Source: an optimization exercise on an open RTL-to-GDS flow (aim: small area, a short achievable clock period and few clock cycles per item). Production flows keep margins and buffers that such runs may drop.
The RTL was checked by simulation tests, not by an equivalence proof against the original design.
Power and IR drop assume default switching activity.

## config.mk

```make
export PLATFORM = sky130hd
export DESIGN_NAME = group_reverse_reorder_unit
export DESIGN_NICKNAME = group_reverse_reorder_unit
export VERILOG_FILES = /design/flow/design.v
export SDC_FILE = /design/flow/constraint.sdc
export NUM_CORES = 4
export LEC_CHECK = 0
export CAP_MARGIN = 20
export CORE_MARGIN = 2
export CORE_UTILIZATION = 40
export SLEW_MARGIN = 20
```

## constraint.sdc

```tcl
create_clock -name core_clock -period 4.5 [get_ports {clk}]
set_input_delay 0.9000 -clock core_clock [delete_from_list [all_inputs] [get_ports {clk}]]
set_output_delay 0.9000 -clock core_clock [all_outputs]
set_load 0.01 [all_outputs]
```

## design.v

```verilog
package grr_pkg;
  localparam int CFG_W = 5;
  localparam logic [CFG_W-1:0] GROUP_SIZE_RESET = 5'd2;
  typedef struct packed {
    logic valid;
    logic bank;
  } bank_rel_t;
  function automatic logic [CFG_W-1:0] eff_group(input logic [CFG_W-1:0] gs,
                                                 input int unsigned max_group);
    if (gs == '0) begin
      eff_group = CFG_W'(1);
    end else if (32'(gs) > max_group) begin
      eff_group = CFG_W'(max_group);
    end else begin
      eff_group = gs;
    end
  endfunction
endpackage
module grr_ram #(
  parameter int WIDTH = 32,
  parameter int DEPTH = 32
) (
  input  logic                     clk,
  input  logic                     we,
  input  logic [$clog2(DEPTH)-1:0] waddr,
  input  logic [WIDTH-1:0]         wdata,
  input  logic                     re,
  input  logic [$clog2(DEPTH)-1:0] raddr,
  output logic [WIDTH-1:0]         rdata
);
  logic [WIDTH-1:0] mem [DEPTH];
  always_ff @(posedge clk) begin
    if (we) begin
      mem[waddr] <= wdata;
    end
    if (re) begin
      rdata <= mem[raddr];
    end
  end
endmodule
module grr_fifo #(
  parameter int WIDTH = 8
) (
  input  logic             clk,
  input  logic             rst,
  input  logic             push_valid,
  output logic             push_ready,
  input  logic [WIDTH-1:0] push_data,
  output logic             pop_valid,
  input  logic             pop_ready,
  output logic [WIDTH-1:0] pop_data
);
  logic [WIDTH-1:0] slot [2];
  logic             wptr;
  logic             rptr;
  logic [1:0]       cnt;
  logic             push;
  logic             pop;
  assign push_ready = (cnt != 2'd2);
  assign pop_valid  = (cnt != 2'd0);
  assign pop_data   = slot[rptr];
  assign push       = push_valid && push_ready;
  assign pop        = pop_valid && pop_ready;
  always_ff @(posedge clk) begin
    if (rst) begin
      wptr <= 1'b0;
      rptr <= 1'b0;
      cnt  <= 2'd0;
    end else begin
      if (push) begin
        wptr <= ~wptr;
      end
      if (pop) begin
        rptr <= ~rptr;
      end
      cnt <= cnt + 2'(push) - 2'(pop);
    end
  end
  always_ff @(posedge clk) begin
    if (push) begin
      slot[wptr] <= push_data;
    end
  end
endmodule
module grr_front #(
  parameter int MAX_GROUP  = 16,
  parameter int WORD_WIDTH = 32,
  parameter int AW         = 4,
  parameter int CW         = 5,
  parameter int DW         = 8
) (
  input  logic                       clk,
  input  logic                       rst,
  input  logic [grr_pkg::CFG_W-1:0]  group_size,
  input  logic                       in_valid,
  output logic                       in_ready,
  input  logic [WORD_WIDTH-1:0]      word_in,
  input  logic                       final_in,
  output logic                       ram_we,
  output logic [AW:0]                ram_waddr,
  output logic [WORD_WIDTH-1:0]      ram_wdata,
  output logic                       desc_valid,
  input  logic                       desc_ready,
  output logic [DW-1:0]              desc,
  input  grr_pkg::bank_rel_t         rel
);
  localparam int KW = (CW > grr_pkg::CFG_W) ? CW : grr_pkg::CFG_W;
  typedef struct packed {
    logic          bank;
    logic [CW-1:0] count;
    logic          rev;
    logic          fin;
  } desc_t;
  logic          wr_bank;
  logic [AW-1:0] fill;
  logic [1:0]    busy;
  logic [1:0]    busy_next;
  logic [CW-1:0] n;
  logic [grr_pkg::CFG_W-1:0] k;
  logic          full_grp;
  logic          close;
  logic          accept;
  desc_t         d_out;
  assign n        = CW'(fill) + CW'(1);
  assign k        = grr_pkg::eff_group(group_size, MAX_GROUP);
  assign full_grp = KW'(n) >= KW'(k);
  assign close    = full_grp || final_in;
  assign in_ready = !busy[wr_bank] && desc_ready;
  assign accept   = in_valid && in_ready;
  assign ram_we    = accept;
  assign ram_waddr = {wr_bank, fill};
  assign ram_wdata = word_in;
  assign desc_valid  = accept && close;
  assign d_out.bank  = wr_bank;
  assign d_out.count = n;
  assign d_out.rev   = full_grp;
  assign d_out.fin   = final_in;
  assign desc        = d_out;
  always_comb begin
    busy_next = busy;
    if (rel.valid) begin
      busy_next[rel.bank] = 1'b0;
    end
    if (accept && close) begin
      busy_next[wr_bank] = 1'b1;
    end
  end
  always_ff @(posedge clk) begin
    if (rst) begin
      wr_bank <= 1'b0;
      fill    <= '0;
      busy    <= '0;
    end else begin
      busy <= busy_next;
      if (accept) begin
        if (close) begin
          fill    <= '0;
          wr_bank <= ~wr_bank;
        end else begin
          fill <= fill + AW'(1);
        end
      end
    end
  end
endmodule
module grr_back #(
  parameter int WORD_WIDTH = 32,
  parameter int AW         = 4,
  parameter int CW         = 5,
  parameter int DW         = 8
) (
  input  logic                  clk,
  input  logic                  rst,
  input  logic                  desc_valid,
  output logic                  desc_ready,
  input  logic [DW-1:0]         desc,
  output logic                  ram_re,
  output logic [AW:0]           ram_raddr,
  input  logic [WORD_WIDTH-1:0] ram_rdata,
  output grr_pkg::bank_rel_t    rel,
  output logic                  out_valid,
  input  logic                  out_ready,
  output logic [WORD_WIDTH-1:0] word_out,
  output logic                  final_out
);
  typedef struct packed {
    logic          bank;
    logic [CW-1:0] count;
    logic          rev;
    logic          fin;
  } desc_t;
  desc_t         d_in;
  desc_t         cur;
  logic          act;
  logic [AW-1:0] idx;
  logic [CW-1:0] idx_ext;
  logic          last_rd;
  logic [AW-1:0] addr;
  logic          rd_valid;
  logic          rd_fin;
  logic          load_out;
  logic          adv;
  logic          issue;
  logic          pop;
  assign d_in     = desc_t'(desc);
  assign idx_ext  = CW'(idx);
  assign last_rd  = (idx_ext + CW'(1)) == cur.count;
  assign addr     = cur.rev ? AW'(cur.count - CW'(1) - idx_ext) : idx;
  assign load_out = !out_valid || out_ready;
  assign adv      = !rd_valid || load_out;
  assign issue    = act && adv;
  assign desc_ready = !act || (issue && last_rd);
  assign pop        = desc_valid && desc_ready;
  assign ram_re    = issue;
  assign ram_raddr = {cur.bank, addr};
  assign rel.valid = issue && last_rd;
  assign rel.bank  = cur.bank;
  always_ff @(posedge clk) begin
    if (rst) begin
      act       <= 1'b0;
      rd_valid  <= 1'b0;
      out_valid <= 1'b0;
    end else begin
      if (pop) begin
        act <= 1'b1;
      end else if (issue && last_rd) begin
        act <= 1'b0;
      end
      if (adv) begin
        rd_valid <= issue;
      end
      if (load_out) begin
        out_valid <= rd_valid;
      end
    end
  end
  always_ff @(posedge clk) begin
    if (pop) begin
      cur <= d_in;
      idx <= '0;
    end else if (issue) begin
      idx <= idx + AW'(1);
    end
    if (adv) begin
      rd_fin <= cur.fin && last_rd;
    end
    if (load_out) begin
      word_out  <= ram_rdata;
      final_out <= rd_fin;
    end
  end
endmodule
module group_reverse_reorder_unit #(
  parameter int MAX_GROUP  = 16,
  parameter int WORD_WIDTH = 32
) (
  input  logic                                     clk,
  input  logic                                     rst,
  input  logic                                     cfg_we,
  input  logic [grr_pkg::CFG_W-1:0]                cfg_data,
  input  logic                                     s_tvalid,
  output logic                                     s_tready,
  input  logic [((WORD_WIDTH + 7) / 8) * 8 - 1:0]  s_tdata,   
  input  logic                                     s_tlast,
  output logic                                     m_tvalid,
  input  logic                                     m_tready,
  output logic [((WORD_WIDTH + 7) / 8) * 8 - 1:0]  m_tdata,   
  output logic                                     m_tlast
);
  localparam int TDATA_W = ((WORD_WIDTH + 7) / 8) * 8;
  localparam int AW = (MAX_GROUP > 1) ? $clog2(MAX_GROUP) : 1;
  localparam int CW = $clog2(MAX_GROUP + 1);
  localparam int DW = CW + 3;
  logic [grr_pkg::CFG_W-1:0] group_size;
  logic                  ram_we;
  logic [AW:0]           ram_waddr;
  logic [WORD_WIDTH-1:0] ram_wdata;
  logic                  ram_re;
  logic [AW:0]           ram_raddr;
  logic [WORD_WIDTH-1:0] ram_rdata;
  logic                  push_valid;
  logic                  push_ready;
  logic [DW-1:0]         push_desc;
  logic                  pop_valid;
  logic                  pop_ready;
  logic [DW-1:0]         pop_desc;
  grr_pkg::bank_rel_t    rel;
  logic [WORD_WIDTH-1:0] word_out;
  always_ff @(posedge clk) begin
    if (rst) begin
      group_size <= grr_pkg::GROUP_SIZE_RESET;
    end else if (cfg_we) begin
      group_size <= cfg_data;
    end
  end
  grr_front #(
    .MAX_GROUP  (MAX_GROUP),
    .WORD_WIDTH (WORD_WIDTH),
    .AW         (AW),
    .CW         (CW),
    .DW         (DW)
  ) u_front (
    .clk        (clk),
    .rst        (rst),
    .group_size (group_size),
    .in_valid   (s_tvalid),
    .in_ready   (s_tready),
    .word_in    (s_tdata[WORD_WIDTH-1:0]),
    .final_in   (s_tlast),
    .ram_we     (ram_we),
    .ram_waddr  (ram_waddr),
    .ram_wdata  (ram_wdata),
    .desc_valid (push_valid),
    .desc_ready (push_ready),
    .desc       (push_desc),
    .rel        (rel)
  );
  grr_ram #(
    .WIDTH (WORD_WIDTH),
    .DEPTH (2 * (2 ** AW))
  ) u_ram (
    .clk   (clk),
    .we    (ram_we),
    .waddr (ram_waddr),
    .wdata (ram_wdata),
    .re    (ram_re),
    .raddr (ram_raddr),
    .rdata (ram_rdata)
  );
  grr_fifo #(
    .WIDTH (DW)
  ) u_queue (
    .clk        (clk),
    .rst        (rst),
    .push_valid (push_valid),
    .push_ready (push_ready),
    .push_data  (push_desc),
    .pop_valid  (pop_valid),
    .pop_ready  (pop_ready),
    .pop_data   (pop_desc)
  );
  grr_back #(
    .WORD_WIDTH (WORD_WIDTH),
    .AW         (AW),
    .CW         (CW),
    .DW         (DW)
  ) u_back (
    .clk        (clk),
    .rst        (rst),
    .desc_valid (pop_valid),
    .desc_ready (pop_ready),
    .desc       (pop_desc),
    .ram_re     (ram_re),
    .ram_raddr  (ram_raddr),
    .ram_rdata  (ram_rdata),
    .rel        (rel),
    .out_valid  (m_tvalid),
    .out_ready  (m_tready),
    .word_out   (word_out),
    .final_out  (m_tlast)
  );
  assign m_tdata = TDATA_W'(word_out);
endmodule
```

## run.sh

```bash
#!/bin/bash
# synth_recipe.tcl (not shown) runs the flow's synth.tcl, then flattens the netlist and writes it again
# the make line also repeats each setting of config.mk as NAME=value (left out here)
make -C /OpenROAD-flow-scripts/flow DESIGN_CONFIG=/design/flow/config.mk WORK_HOME=/design/flow/orfs CLKGATE_MAP_FILE= SYNTH_SCRIPT=/design/flow/synth_recipe.tcl finish
```

==> impl_metrics.toml <==
[floorplan]
fp.dieH_um = 351
die_w_um = 351
die-area_sq_um = 123000
rows = 127
core-area_sq_um = 119000
ios = 78
start_util_pct = 40.2

[clocking]
clkSinkCount = 1137
cts_root_buffer = "clkbuf_16"
cts_max_path_buffers = 3
clk_latency_ns = 0.71
cts_hold_buffers = 0
clkTransAtPathRegs_ns = 0.06
htreeDepth = 3
cts_buffers = 114
cts_tree = "built"

[pwr]
power.leakage_uw = 0.0174
peakVddDrop_uv = 514
pwr_density_cell_nw_per_um2 = 729

[hold_path]
worstHoldPathType = "reg2reg"

[grt]
antenna_found_initial = 7
grt.overflow.total = 0
grtUsageTotal_pct = 22.0
grtUsageMet2_pct = 35.8
grt_pass1_vias = 29700
grt_busiest_layer = "met2"
grt_use_met1_pct = 30.7
grt_pass1_wl_um = 200000
grt_max_degree = 122
grt_util_met3_pct = 3.11

[worst_setup_path]
criticalPathCategory = "reg2reg"
crit_required_ns = 4.87
end_kind = "flip-flop"
path_max_fanout = 16
worst_setup_path_start_kind = "flip-flop"
critPathArrivalTime_ns = 4.43

[finish]
drive_gt1_share_pct = 15.7
n_fill_cell = 10400
layout.nets = 3405
area_growth_pct = 14.9

[sta]
skew_ns = 0.0382
worst_pin_slew_ns = 1.04
clock.fmax_mhz = 247
relSlewSlack_pct = 30.8
rsz0062_at_grt = "false"
hold_viol = 0
tns_ns = 0
whs_ns = 0.419
post-route-period-util_pct = 90.1
fin_crit_ns = 4.05
drv_slew = 0
setup-violations-final = 0

[status]
run_status = "no timing/DRC/antenna violations"

[detailed_routing]
wl_um = 136000
dr.pass1.iters = 6
ant_nets = 0
wl_per_cell_um = 27.0
via_count = 30400
drt_iter0_drc = 3694
via_per_inst = 6.02
drc = 0

[logic_synthesis]
synth_edf_count = 1114
yosys.area_share.simple_pct = 8.35
synthTopCellsByArea = "edfxtp_1 70%, mux4_2 5.0%, nor2_1 2.7%"
ys_seq_area_share_pct = 70.6
synth_most_common_cell = "edfxtp_1"
avgSynthCellArea_sq_um = 14.9
syn_nets = 3278
yosysUniqueCellTypes = 72
syn_area_sq_um = 48000
ys_seq_elements = 1137
yosysTopAreaCell = "edfxtp_1"
synth_top_cells_by_count = "1114 x edfxtp_1, 351 x nor2_1, 178 x o21ai_0, 161 x nor3_1, 139 x clkbuf_1"
syn_inst = 3220
synth_top_family_by_area = "compound AO/OA/AOI/OAI gates"
synthAdderAreaFrac_pct = 0.406
synth_top_cell_area_share_pct = 69.7
synth-main-ff-cell = "edfxtp_1"
synthArstFlopShare_pct = 0
synth-compound-area-share_pct = 11.8
synthXorXnorAreaFrac_pct = 0.237
muxShareOfSynthArea_pct = 5.90
synth_warnings = 5

[run]
maxCapViolCount = 0

[placed_design]
portBuffers = 77
gp_congestion = 0.819
hpwl_um = 78600
## cell families after synthesis
| logic type | count (synthesis) |
|---|---|
| adders and majority gates | 15 |
| muxes | 148 |
| buffers and inverters | 271 |
| and+or+nand+nor | 838 |
| AOI/OAI and AO/OA | 798 |
| DFF | 1137 |
| xor gates and xnor gates | 13 |
## flip-flops by register name, summed over array words and instances (netlist names)
| name | cells |
|---|---|
| group_size | 5 |
| u_back.act | 1 |
| u_back.cur | 8 |
| u_back.final_out | 1 |
| u_back.idx | 4 |
| u_back.out_valid | 1 |
| u_back.rd_fin | 1 |
| u_back.rd_valid | 1 |
| u_back.word_out | 32 |
| u_front.busy | 2 |
| u_front.fill | 4 |
| u_front.wr_bank | 1 |
| u_queue.cnt | 2 |
| u_queue.rptr | 1 |
| u_queue.slot | 16 |
| u_queue.wptr | 1 |
| u_ram.mem | 1024 |
| u_ram.rdata | 32 |
## per-layer routing
layer | share of wire (%) | vias to the layer above
li1 | - | 13100
met5 | 0.0073 | -
met4 | 2.8 | 2
met1 | 42 | 15700
met2 | 48 | 1368
met3 | 7.9 | 222
## path summary, 6_finish.rpt
kind | start | endpoint | slack (ns) | depth (start not counted)
worst max-delay path | u_back.idx[1]$_SDFFE_PP0P_ | u_ram.rdata[23]$_DFFE_PP_ | 0.45 | 10
worst min-delay path | u_ram.rdata[22]$_DFFE_PP_ | u_back.word_out[22]$_DFFE_PP_ | 0.42 | 0
worst max register to register | u_back.idx[1]$_SDFFE_PP0P_ | u_ram.rdata[23]$_DFFE_PP_ | 0.45 | 10
worst min register to register | u_ram.rdata[22]$_DFFE_PP_ | u_back.word_out[22]$_DFFE_PP_ | 0.42 | 0
## metrics by stage
step                setup slack, ns  cells  area, sq um  total power [uW]  util [%]
finish                        0.446   5050        55200             40300      46.2
global placement             0.0816   4842        51600             31000      43.2
detailed placement            0.272   4843        51700             31200      43.2
global route                  0.183   5048        55200             42100      46.2
floorplan                     0.286   3220        48000             24200         -
CTS                           0.241   5048        55200             40300      46.2
## critical path, cell delays in order (launching register included)
cell	delay [ns]
dfxtp_4	0.44
inv_1	0.14
fa_4	0.86
and2_1	0.44
buf_4	0.27
a22oi_1	0.19
o221ai_1	0.14
a32oi_1	0.26
nor4b_1	0.68
buf_4	0.25
a221oi_1	0.05
## power breakdown
part           internal (uW)  total [uW]  switching, uW
Clock                   5120        9130           4010
Sequential             12500       12900            375
Combinational           6800       18200          11400
## what timing repair did
| item | CTS | global route |
|---|---|---|
| buffers inserted | 0 | 0 |
| endpoints found under the setup margin | 0 | 1 |
| gates resized for setup | 0 | 1 |
| hold endpoints to repair | 0 | 0 |
## cell usage in the layout (no fill, tap or decap), types with 13 or more instances in the layout
cell type,netlist,layout
a2111oi_1,19,15
a211oi_1,136,134
a21oi_1,42,42
a221o_1,21,21
a22oi_1,19,19
a311oi_1,22,22
a32oi_1,20,20
and2_1,44,44
buf_12,0,22
buf_4,15,166
clkbuf_1,139,20
clkbuf_16,0,115
clkdlybuf4s50_1,0,69
clkinv_1,1,28
clkinv_2,0,22
dfxtp_1,23,21
edfxtp_1,1114,1114
ha_1,14,13
mux2i_1,31,31
mux4_2,106,106
nand2_1,74,72
nand2b_1,66,66
nor2_1,351,319
nor2_4,0,33
nor2b_1,35,34
nor3_1,161,161
nor4_1,65,65
o211a_1,42,42
o211ai_1,71,71
o21a_1,43,43
o21ai_0,178,178
o221ai_1,19,19
o22ai_1,85,85
o31a_1,22,22
## layout make-up
class                           instances  area, sq um  area share [%]
Multi-Input combinational cell       1812        13200            24.0
Tap cell                             1612         2020            3.65
Timing Repair Buffer                  266         2420            4.39
Sequential cell                      1137        33900            61.5
Antenna cell                            2         5.00         0.00907
Inverter                               16         68.8           0.125
Clock inverter                         70          587            1.06
Clock buffer                          135         2950            5.35
Testbench counts, summed over its fixed seeds: cycles 13,755, items 11,992.

-- what the ideal ports hide --
Ports are ideal in the flow. The routed layout listed here was re-timed in OpenROAD. Step 1 (the two cells are an assumption about what drives the block):
set clk [get_ports {clk}]
set_driving_cell -lib_cell sky130_fd_sc_hd__clkbuf_16 $clk
set_driving_cell -lib_cell sky130_fd_sc_hd__buf_2 [delete_from_list [all_inputs] $clk]
Step 2, shift: input delay + t, output delay - t, t = (earliest + latest rising clock arrival at the registers) / 2. This alone moves slack from input paths to output paths. a / b / c = no drivers / after step 1 / after step 2; a / b = the first two.
t (ns): 0.762
setup WS [ns]: 0.446 / 0.446 / 0.446
worst setup path after step 2: register to register
After both steps setup and hold are still met in this run. For this run, drivers alone change the setup slack by 0.000 ns; drivers and shift together by 0.000 ns.
